Context: an optimization exercise on an open-source flow, tuned for small area, a short achievable clock period and few clock cycles per item. The choices shown serve that exercise and are no tape-out recipe.
At most, simulation tests tie the RTL to the original design; equivalence was not proved.

==> v3 <==
==> flow/design.v (excerpt) <==
module rational_arithmetic_unit (
   input  logic        clock,
   input  logic        reset,
   input  logic        req_valid,
   output logic        req_ready,
   input  logic [2:0]  req_op,
   input  logic [31:0] req_a_num,
   input  logic [31:0] req_a_den,
   input  logic [31:0] req_b_num,
   input  logic [31:0] req_b_den,
   output logic        rsp_valid,
   input  logic        rsp_ready,
   output logic [31:0] rsp_res_num,
   output logic [30:0] rsp_res_den,
   output logic        rsp_less,
   output logic        rsp_greater,
   output logic        rsp_equal,
   output logic        rsp_zero_den,
   output logic        rsp_overflow
);
Settings: LEC_CHECK=0, CAP_MARGIN=20, CORE_MARGIN=2, CORE_UTILIZATION=40, CTS_BUF_LIST=sky130_fd_sc_hd__clkbuf_8, SETUP_SLACK_MARGIN=3.0, SLEW_MARGIN=20; clock period 7.0 ns.
run.sh (not shown) runs the stock make flow with config.mk's settings and CLKGATE_MAP_FILE= SYNTH_SCRIPT=/design/flow/synth_recipe.tcl, a recipe that flattens the netlist after the stock synthesis.
==> inputs of v10, as changes to v3 <==
--- a/flow/design.v
+++ b/flow/design.v
@@ -97,27 +97,21 @@
    logic [2:0]  dig_ff, dig_in;       
    logic [3:0]  acch_ff, acch_in;     
    logic        accb_ff, accb_in;
    logic        mfirst_ff, mfirst_in;
    logic        chk_ff, chk_in;       
    logic        chkx_ff, chkx_in;     
-   logic        bv_ff, bv_in;         
-   logic [31:0] bx_ff, bx_in, by_ff, by_in;
-   logic [2:0]  bop_ff, bop_in;
-   logic        beq_ff, beq_in, bovf_ff, bovf_in, blt_ff, blt_in, bgt_ff, bgt_in;
-   logic        bxz_ff, bxz_in, byz_ff, byz_in;
    logic        gs_ff, gs_in;         
    logic        out_vld_ff, out_vld_in;
    logic [31:0] u_ff, u_in, v_ff, v_in;
    logic [31:0] a_ff, a_in, b_ff, b_in, c_ff, c_in, d_ff, d_in;
    logic        sgn_ff, sgn_in;
    logic        lt_ff, lt_in, gt_ff, gt_in, eq_ff, eq_in, zd_ff, zd_in, ovf_ff, ovf_in;
-   logic g_take, m_hand;
-   assign g_take    = bv_ff && !gs_ff && (!out_vld_ff || rsp_ready);
-   assign m_hand    = (ms_ff == M_DONE) && (!bv_ff || g_take);
-   assign req_ready = pre_ok_ff && (ms_ff == M_IDLE);
+   logic g_take;
+   assign g_take    = (ms_ff == M_DONE) && !gs_ff && (!out_vld_ff || rsp_ready);
+   assign req_ready = pre_ok_ff && ((ms_ff == M_IDLE) || g_take);
    assign accept    = req_valid && req_ready;
    wire is_addsub = (op_ff == rau_pkg::OP_ADD) || (op_ff == rau_pkg::OP_SUB);
    wire is_cmp    = (op_ff == rau_pkg::OP_CMP);
    logic        load;
    logic [31:0] opx, opy, mcand, mplier;
    logic        swap;
@@ -187,34 +181,14 @@
       acch_in   = acch_ff;
       accb_in   = accb_ff;
       mfirst_in = mfirst_ff;
       chk_in    = 1'b0;
       chkx_in   = chkx_ff;
       load      = 1'b0;
-      bv_in     = bv_ff && !g_take;
-      bx_in     = bx_ff;
-      by_in     = by_ff;
-      bop_in    = bop_ff;
-      beq_in    = beq_ff;
-      bovf_in   = bovf_ff;
-      blt_in    = blt_ff;
-      bgt_in    = bgt_ff;
-      bxz_in    = bxz_ff;
-      byz_in    = byz_ff;
-      if (m_hand) begin
-         ms_in   = M_IDLE;
-         bv_in   = 1'b1;
-         bx_in   = x_ff;
-         by_in   = y_ff;
-         bop_in  = op_ff;
-         beq_in  = meq_ff;
-         bovf_in = movf_all;
-         blt_in  = acch_ff[1];
-         bgt_in  = !acch_ff[1] && ({acch_ff[1:0], x_ff} != 34'd0);
-         bxz_in  = (x_ff == 32'd0);
-         byz_in  = (y_ff == 32'd0);
+      if (g_take) begin
+         ms_in = M_IDLE;
       end
       case (ms_ff)
          M_MUL1, M_MUL2, M_COMB, M_MUL3: begin
             mc_in     = mc_nx;
             mcb_in    = mcb_nx;
             mp_in     = mp_nx;
@@ -312,14 +286,14 @@
    logic        uv_eq;
    assign d1    = {1'b0, u_ff} - {1'b0, v_ff};
    assign d2    = {1'b0, v_ff} - {1'b0, u_ff};
    assign sab   = a_ff + b_ff;
    assign scd   = c_ff + d_ff;
    assign uv_eq = (u_ff == v_ff);
-   assign x_mag = bx_ff[31] ? -bx_ff : bx_ff;
-   assign y_mag = by_ff[31] ? -by_ff : by_ff;
+   assign x_mag = x_ff[31] ? -x_ff : x_ff;
+   assign y_mag = y_ff[31] ? -y_ff : y_ff;
    logic        g_uodd, g_vodd, g_both, g_done, g_usel, g_vsel, g_shac, g_shbd, g_adda, g_addb;
    logic [31:0] g_x, g_u, g_v, g_a, g_b, g_c, g_d;
    logic [1:0]  g_t;          
    assign g_uodd = u_ff[0];
    assign g_vodd = v_ff[0];
    assign g_both = g_uodd && g_vodd;
@@ -354,48 +328,48 @@
       eq_in      = eq_ff;
       zd_in      = zd_ff;
       ovf_in     = ovf_ff;
       if (g_take) begin
          lt_in  = 1'b0;
          gt_in  = 1'b0;
-         eq_in  = beq_ff;
+         eq_in  = meq_ff;
          zd_in  = 1'b0;
-         ovf_in = bovf_ff;
+         ovf_in = movf_all;
          a_in   = 32'd0;
          c_in   = 32'd1;
-         case (bop_ff)
+         case (op_ff)
             rau_pkg::OP_CMP: begin
-               lt_in      = blt_ff;
-               gt_in      = bgt_ff;
+               lt_in      = acch_ff[1];
+               gt_in      = !acch_ff[1] && ({acch_ff[1:0], x_ff} != 34'd0);
                out_vld_in = 1'b1;
             end
             rau_pkg::OP_NORM, rau_pkg::OP_ADD, rau_pkg::OP_SUB, rau_pkg::OP_MUL,
             rau_pkg::OP_DIV: begin
-               if (byz_ff) begin
-                  a_in       = bx_ff;
+               if (y_ff == 32'd0) begin
+                  a_in       = x_ff;
                   zd_in      = 1'b1;
                   out_vld_in = 1'b1;
-               end else if (bxz_ff) begin
+               end else if (x_ff == 32'd0) begin
                   out_vld_in = 1'b1;
                end else begin
-                  sgn_in = bx_ff[31] ^ by_ff[31];
+                  sgn_in = x_ff[31] ^ y_ff[31];
                   u_in   = x_mag;
                   v_in   = y_mag;
-                  a_in   = (bx_ff[31] ^ by_ff[31]) ? '1 : 32'd1;
+                  a_in   = (x_ff[31] ^ y_ff[31]) ? '1 : 32'd1;
                   b_in   = 32'd0;
                   c_in   = 32'd0;
                   d_in   = 32'd1;
                   gs_in  = 1'b1;
                end
             end
             default: out_vld_in = 1'b1;
          endcase
       end else if (gs_ff) begin
          if (g_done) begin
             a_in       = sab;
-            c_in       = scd[31] ? 32'h7fff_ffff : scd;
+            c_in       = scd;
             ovf_in     = ovf_ff | (!sgn_ff && sab[31]) | scd[31];
             out_vld_in = 1'b1;
             gs_in      = 1'b0;
          end else begin
             if (g_usel) u_in = g_u;
             if (g_vsel) v_in = g_v;
@@ -416,18 +390,16 @@
          end
       end
    end
    always_ff @(posedge clock) begin
       if (reset) begin
          ms_ff      <= M_IDLE;
-         bv_ff      <= 1'b0;
          gs_ff      <= 1'b0;
          out_vld_ff <= 1'b0;
       end else begin
          ms_ff      <= ms_in;
-         bv_ff      <= bv_in;
          gs_ff      <= gs_in;
          out_vld_ff <= out_vld_in;
       end
    end
    always_ff @(posedge clock) begin
       op_ff     <= op_in;
@@ -447,21 +419,12 @@
       dig_ff    <= dig_in;
       acch_ff   <= acch_in;
       accb_ff   <= accb_in;
       mfirst_ff <= mfirst_in;
       chk_ff    <= chk_in;
       chkx_ff   <= chkx_in;
-      bx_ff     <= bx_in;
-      by_ff     <= by_in;
-      bop_ff    <= bop_in;
-      beq_ff    <= beq_in;
-      bovf_ff   <= bovf_in;
-      blt_ff    <= blt_in;
-      bgt_ff    <= bgt_in;
-      bxz_ff    <= bxz_in;
-      byz_ff    <= byz_in;
       u_ff      <= u_in;
       v_ff      <= v_in;
       a_ff      <= a_in;
       b_ff      <= b_in;
       c_ff      <= c_in;
       d_ff      <= d_in;
@@ -471,13 +434,13 @@
       eq_ff     <= eq_in;
       zd_ff     <= zd_in;
       ovf_ff    <= ovf_in;
    end
    assign rsp_valid    = out_vld_ff;
    assign rsp_res_num  = a_ff;
-   assign rsp_res_den  = c_ff[30:0];
+   assign rsp_res_den  = c_ff[30:0] | {31{c_ff[31]}};
    assign rsp_less     = lt_ff;
    assign rsp_greater  = gt_ff;
    assign rsp_equal    = eq_ff;
    assign rsp_zero_den = zd_ff;
    assign rsp_overflow = ovf_ff;
 endmodule
--- a/flow/config.mk
+++ b/flow/config.mk
@@ -5,9 +5,8 @@
 export SDC_FILE = /design/flow/constraint.sdc
 export NUM_CORES = 4
 export LEC_CHECK = 0
 export CAP_MARGIN = 20
 export CORE_MARGIN = 2
 export CORE_UTILIZATION = 40
-export CTS_BUF_LIST = sky130_fd_sc_hd__clkbuf_8
-export SETUP_SLACK_MARGIN = 3.0
+export SETUP_SLACK_MARGIN = 3.6
 export SLEW_MARGIN = 20
==> inputs of v7, as changes to v3 <==
--- a/flow/design.v
+++ b/flow/design.v
@@ -97,26 +97,20 @@
    logic [2:0]  dig_ff, dig_in;       
    logic [3:0]  acch_ff, acch_in;     
    logic        accb_ff, accb_in;
    logic        mfirst_ff, mfirst_in;
    logic        chk_ff, chk_in;       
    logic        chkx_ff, chkx_in;     
-   logic        bv_ff, bv_in;         
-   logic [31:0] bx_ff, bx_in, by_ff, by_in;
-   logic [2:0]  bop_ff, bop_in;
-   logic        beq_ff, beq_in, bovf_ff, bovf_in, blt_ff, blt_in, bgt_ff, bgt_in;
-   logic        bxz_ff, bxz_in, byz_ff, byz_in;
    logic        gs_ff, gs_in;         
    logic        out_vld_ff, out_vld_in;
    logic [31:0] u_ff, u_in, v_ff, v_in;
    logic [31:0] a_ff, a_in, b_ff, b_in, c_ff, c_in, d_ff, d_in;
    logic        sgn_ff, sgn_in;
    logic        lt_ff, lt_in, gt_ff, gt_in, eq_ff, eq_in, zd_ff, zd_in, ovf_ff, ovf_in;
-   logic g_take, m_hand;
-   assign g_take    = bv_ff && !gs_ff && (!out_vld_ff || rsp_ready);
-   assign m_hand    = (ms_ff == M_DONE) && (!bv_ff || g_take);
+   logic g_take;
+   assign g_take    = (ms_ff == M_DONE) && !gs_ff && (!out_vld_ff || rsp_ready);
    assign req_ready = pre_ok_ff && (ms_ff == M_IDLE);
    assign accept    = req_valid && req_ready;
    wire is_addsub = (op_ff == rau_pkg::OP_ADD) || (op_ff == rau_pkg::OP_SUB);
    wire is_cmp    = (op_ff == rau_pkg::OP_CMP);
    logic        load;
    logic [31:0] opx, opy, mcand, mplier;
@@ -187,34 +181,14 @@
       acch_in   = acch_ff;
       accb_in   = accb_ff;
       mfirst_in = mfirst_ff;
       chk_in    = 1'b0;
       chkx_in   = chkx_ff;
       load      = 1'b0;
-      bv_in     = bv_ff && !g_take;
-      bx_in     = bx_ff;
-      by_in     = by_ff;
-      bop_in    = bop_ff;
-      beq_in    = beq_ff;
-      bovf_in   = bovf_ff;
-      blt_in    = blt_ff;
-      bgt_in    = bgt_ff;
-      bxz_in    = bxz_ff;
-      byz_in    = byz_ff;
-      if (m_hand) begin
-         ms_in   = M_IDLE;
-         bv_in   = 1'b1;
-         bx_in   = x_ff;
-         by_in   = y_ff;
-         bop_in  = op_ff;
-         beq_in  = meq_ff;
-         bovf_in = movf_all;
-         blt_in  = acch_ff[1];
-         bgt_in  = !acch_ff[1] && ({acch_ff[1:0], x_ff} != 34'd0);
-         bxz_in  = (x_ff == 32'd0);
-         byz_in  = (y_ff == 32'd0);
+      if (g_take) begin
+         ms_in = M_IDLE;
       end
       case (ms_ff)
          M_MUL1, M_MUL2, M_COMB, M_MUL3: begin
             mc_in     = mc_nx;
             mcb_in    = mcb_nx;
             mp_in     = mp_nx;
@@ -312,14 +286,14 @@
    logic        uv_eq;
    assign d1    = {1'b0, u_ff} - {1'b0, v_ff};
    assign d2    = {1'b0, v_ff} - {1'b0, u_ff};
    assign sab   = a_ff + b_ff;
    assign scd   = c_ff + d_ff;
    assign uv_eq = (u_ff == v_ff);
-   assign x_mag = bx_ff[31] ? -bx_ff : bx_ff;
-   assign y_mag = by_ff[31] ? -by_ff : by_ff;
+   assign x_mag = x_ff[31] ? -x_ff : x_ff;
+   assign y_mag = y_ff[31] ? -y_ff : y_ff;
    logic        g_uodd, g_vodd, g_both, g_done, g_usel, g_vsel, g_shac, g_shbd, g_adda, g_addb;
    logic [31:0] g_x, g_u, g_v, g_a, g_b, g_c, g_d;
    logic [1:0]  g_t;          
    assign g_uodd = u_ff[0];
    assign g_vodd = v_ff[0];
    assign g_both = g_uodd && g_vodd;
@@ -354,36 +328,36 @@
       eq_in      = eq_ff;
       zd_in      = zd_ff;
       ovf_in     = ovf_ff;
       if (g_take) begin
          lt_in  = 1'b0;
          gt_in  = 1'b0;
-         eq_in  = beq_ff;
+         eq_in  = meq_ff;
          zd_in  = 1'b0;
-         ovf_in = bovf_ff;
+         ovf_in = movf_all;
          a_in   = 32'd0;
          c_in   = 32'd1;
-         case (bop_ff)
+         case (op_ff)
             rau_pkg::OP_CMP: begin
-               lt_in      = blt_ff;
-               gt_in      = bgt_ff;
+               lt_in      = acch_ff[1];
+               gt_in      = !acch_ff[1] && ({acch_ff[1:0], x_ff} != 34'd0);
                out_vld_in = 1'b1;
             end
             rau_pkg::OP_NORM, rau_pkg::OP_ADD, rau_pkg::OP_SUB, rau_pkg::OP_MUL,
             rau_pkg::OP_DIV: begin
-               if (byz_ff) begin
-                  a_in       = bx_ff;
+               if (y_ff == 32'd0) begin
+                  a_in       = x_ff;
                   zd_in      = 1'b1;
                   out_vld_in = 1'b1;
-               end else if (bxz_ff) begin
+               end else if (x_ff == 32'd0) begin
                   out_vld_in = 1'b1;
                end else begin
-                  sgn_in = bx_ff[31] ^ by_ff[31];
+                  sgn_in = x_ff[31] ^ y_ff[31];
                   u_in   = x_mag;
                   v_in   = y_mag;
-                  a_in   = (bx_ff[31] ^ by_ff[31]) ? '1 : 32'd1;
+                  a_in   = (x_ff[31] ^ y_ff[31]) ? '1 : 32'd1;
                   b_in   = 32'd0;
                   c_in   = 32'd0;
                   d_in   = 32'd1;
                   gs_in  = 1'b1;
                end
             end
@@ -416,18 +390,16 @@
          end
       end
    end
    always_ff @(posedge clock) begin
       if (reset) begin
          ms_ff      <= M_IDLE;
-         bv_ff      <= 1'b0;
          gs_ff      <= 1'b0;
          out_vld_ff <= 1'b0;
       end else begin
          ms_ff      <= ms_in;
-         bv_ff      <= bv_in;
          gs_ff      <= gs_in;
          out_vld_ff <= out_vld_in;
       end
    end
    always_ff @(posedge clock) begin
       op_ff     <= op_in;
@@ -447,21 +419,12 @@
       dig_ff    <= dig_in;
       acch_ff   <= acch_in;
       accb_ff   <= accb_in;
       mfirst_ff <= mfirst_in;
       chk_ff    <= chk_in;
       chkx_ff   <= chkx_in;
-      bx_ff     <= bx_in;
-      by_ff     <= by_in;
-      bop_ff    <= bop_in;
-      beq_ff    <= beq_in;
-      bovf_ff   <= bovf_in;
-      blt_ff    <= blt_in;
-      bgt_ff    <= bgt_in;
-      bxz_ff    <= bxz_in;
-      byz_ff    <= byz_in;
       u_ff      <= u_in;
       v_ff      <= v_in;
       a_ff      <= a_in;
       b_ff      <= b_in;
       c_ff      <= c_in;
       d_ff      <= d_in;
--- a/flow/config.mk
+++ b/flow/config.mk
@@ -5,9 +5,8 @@
 export SDC_FILE = /design/flow/constraint.sdc
 export NUM_CORES = 4
 export LEC_CHECK = 0
 export CAP_MARGIN = 20
 export CORE_MARGIN = 2
 export CORE_UTILIZATION = 40
-export CTS_BUF_LIST = sky130_fd_sc_hd__clkbuf_8
-export SETUP_SLACK_MARGIN = 3.0
+export SETUP_SLACK_MARGIN = 3.5
 export SLEW_MARGIN = 20
==> run summary <==
* WL/cell at 23.7 um
* Initial antenna violation count at 2
* Min-delay src: pre_sw2_ff$_DFF_P_
* Cell repeated most along the worst path: buf_4
* Yosys reg bits at 528
* Crit path depth at 12
* Status: complete, no violations
* Core Footprint at 105,000 um2
That was v3.
==> run summary <==
* WL/cell at 25.9 um
* Status: complete, no violations
* Min-delay src: pre_sw2_ff$_DFF_P_
* Yosys reg bits at 454
* Initial antenna violation count at 3
* Core Footprint at 98,700 um2
That was v7.
==> run summary <==
* Status: complete, no violations
* Crit path depth at 16
* Min-delay src: pre_sw3_ff$_DFF_P_
* WL/cell at 26.3 um
That was v10.
Testbench counts of v3, summed over its fixed seeds: cycles 32,749, items 2,400.
Testbench counts of v10, summed over its fixed seeds: cycles 35,445, items 2,400.
For v7, only the layout was checked, not whether the RTL still works.

-- re-timing with driven ports --
The results above use ideal ports. As a check the final layouts listed here were re-extracted and re-timed, cells and wires unchanged.
Step 1 assumes that a clkbuf_16 drives the clock port and a buf_2 every other input.
Step 2 adds t to the input delays and takes it off the output delays; t is the mean of the earliest and latest rising clock arrival at the registers after step 1. Input paths then give back, and output paths get back, about the clock's delay inside the block.
Three values: ideal ports, drivers, drivers and shift; two values: the first two.
run	shift t [ns]	setup slack, ns	worst hold slack (ns)	worst setup path at the end	cell pins on the clock port's net
v3	0.811	3.001 / 3.001 / 2.360	0.409 / 0.409 / 0.409	input to register	1
v10	0.743	3.230 / 3.230 / 2.722	0.403 / 0.403 / 0.403	input to register	1
v7	0.750	3.283 / 3.283 / 2.643	0.400 / 0.400 / 0.400	input to register	1
After both steps every run listed still meets setup and hold. The setup slack of v3, which loses most, moves by 0.000 ns with the drivers and by -0.641 ns with both steps.
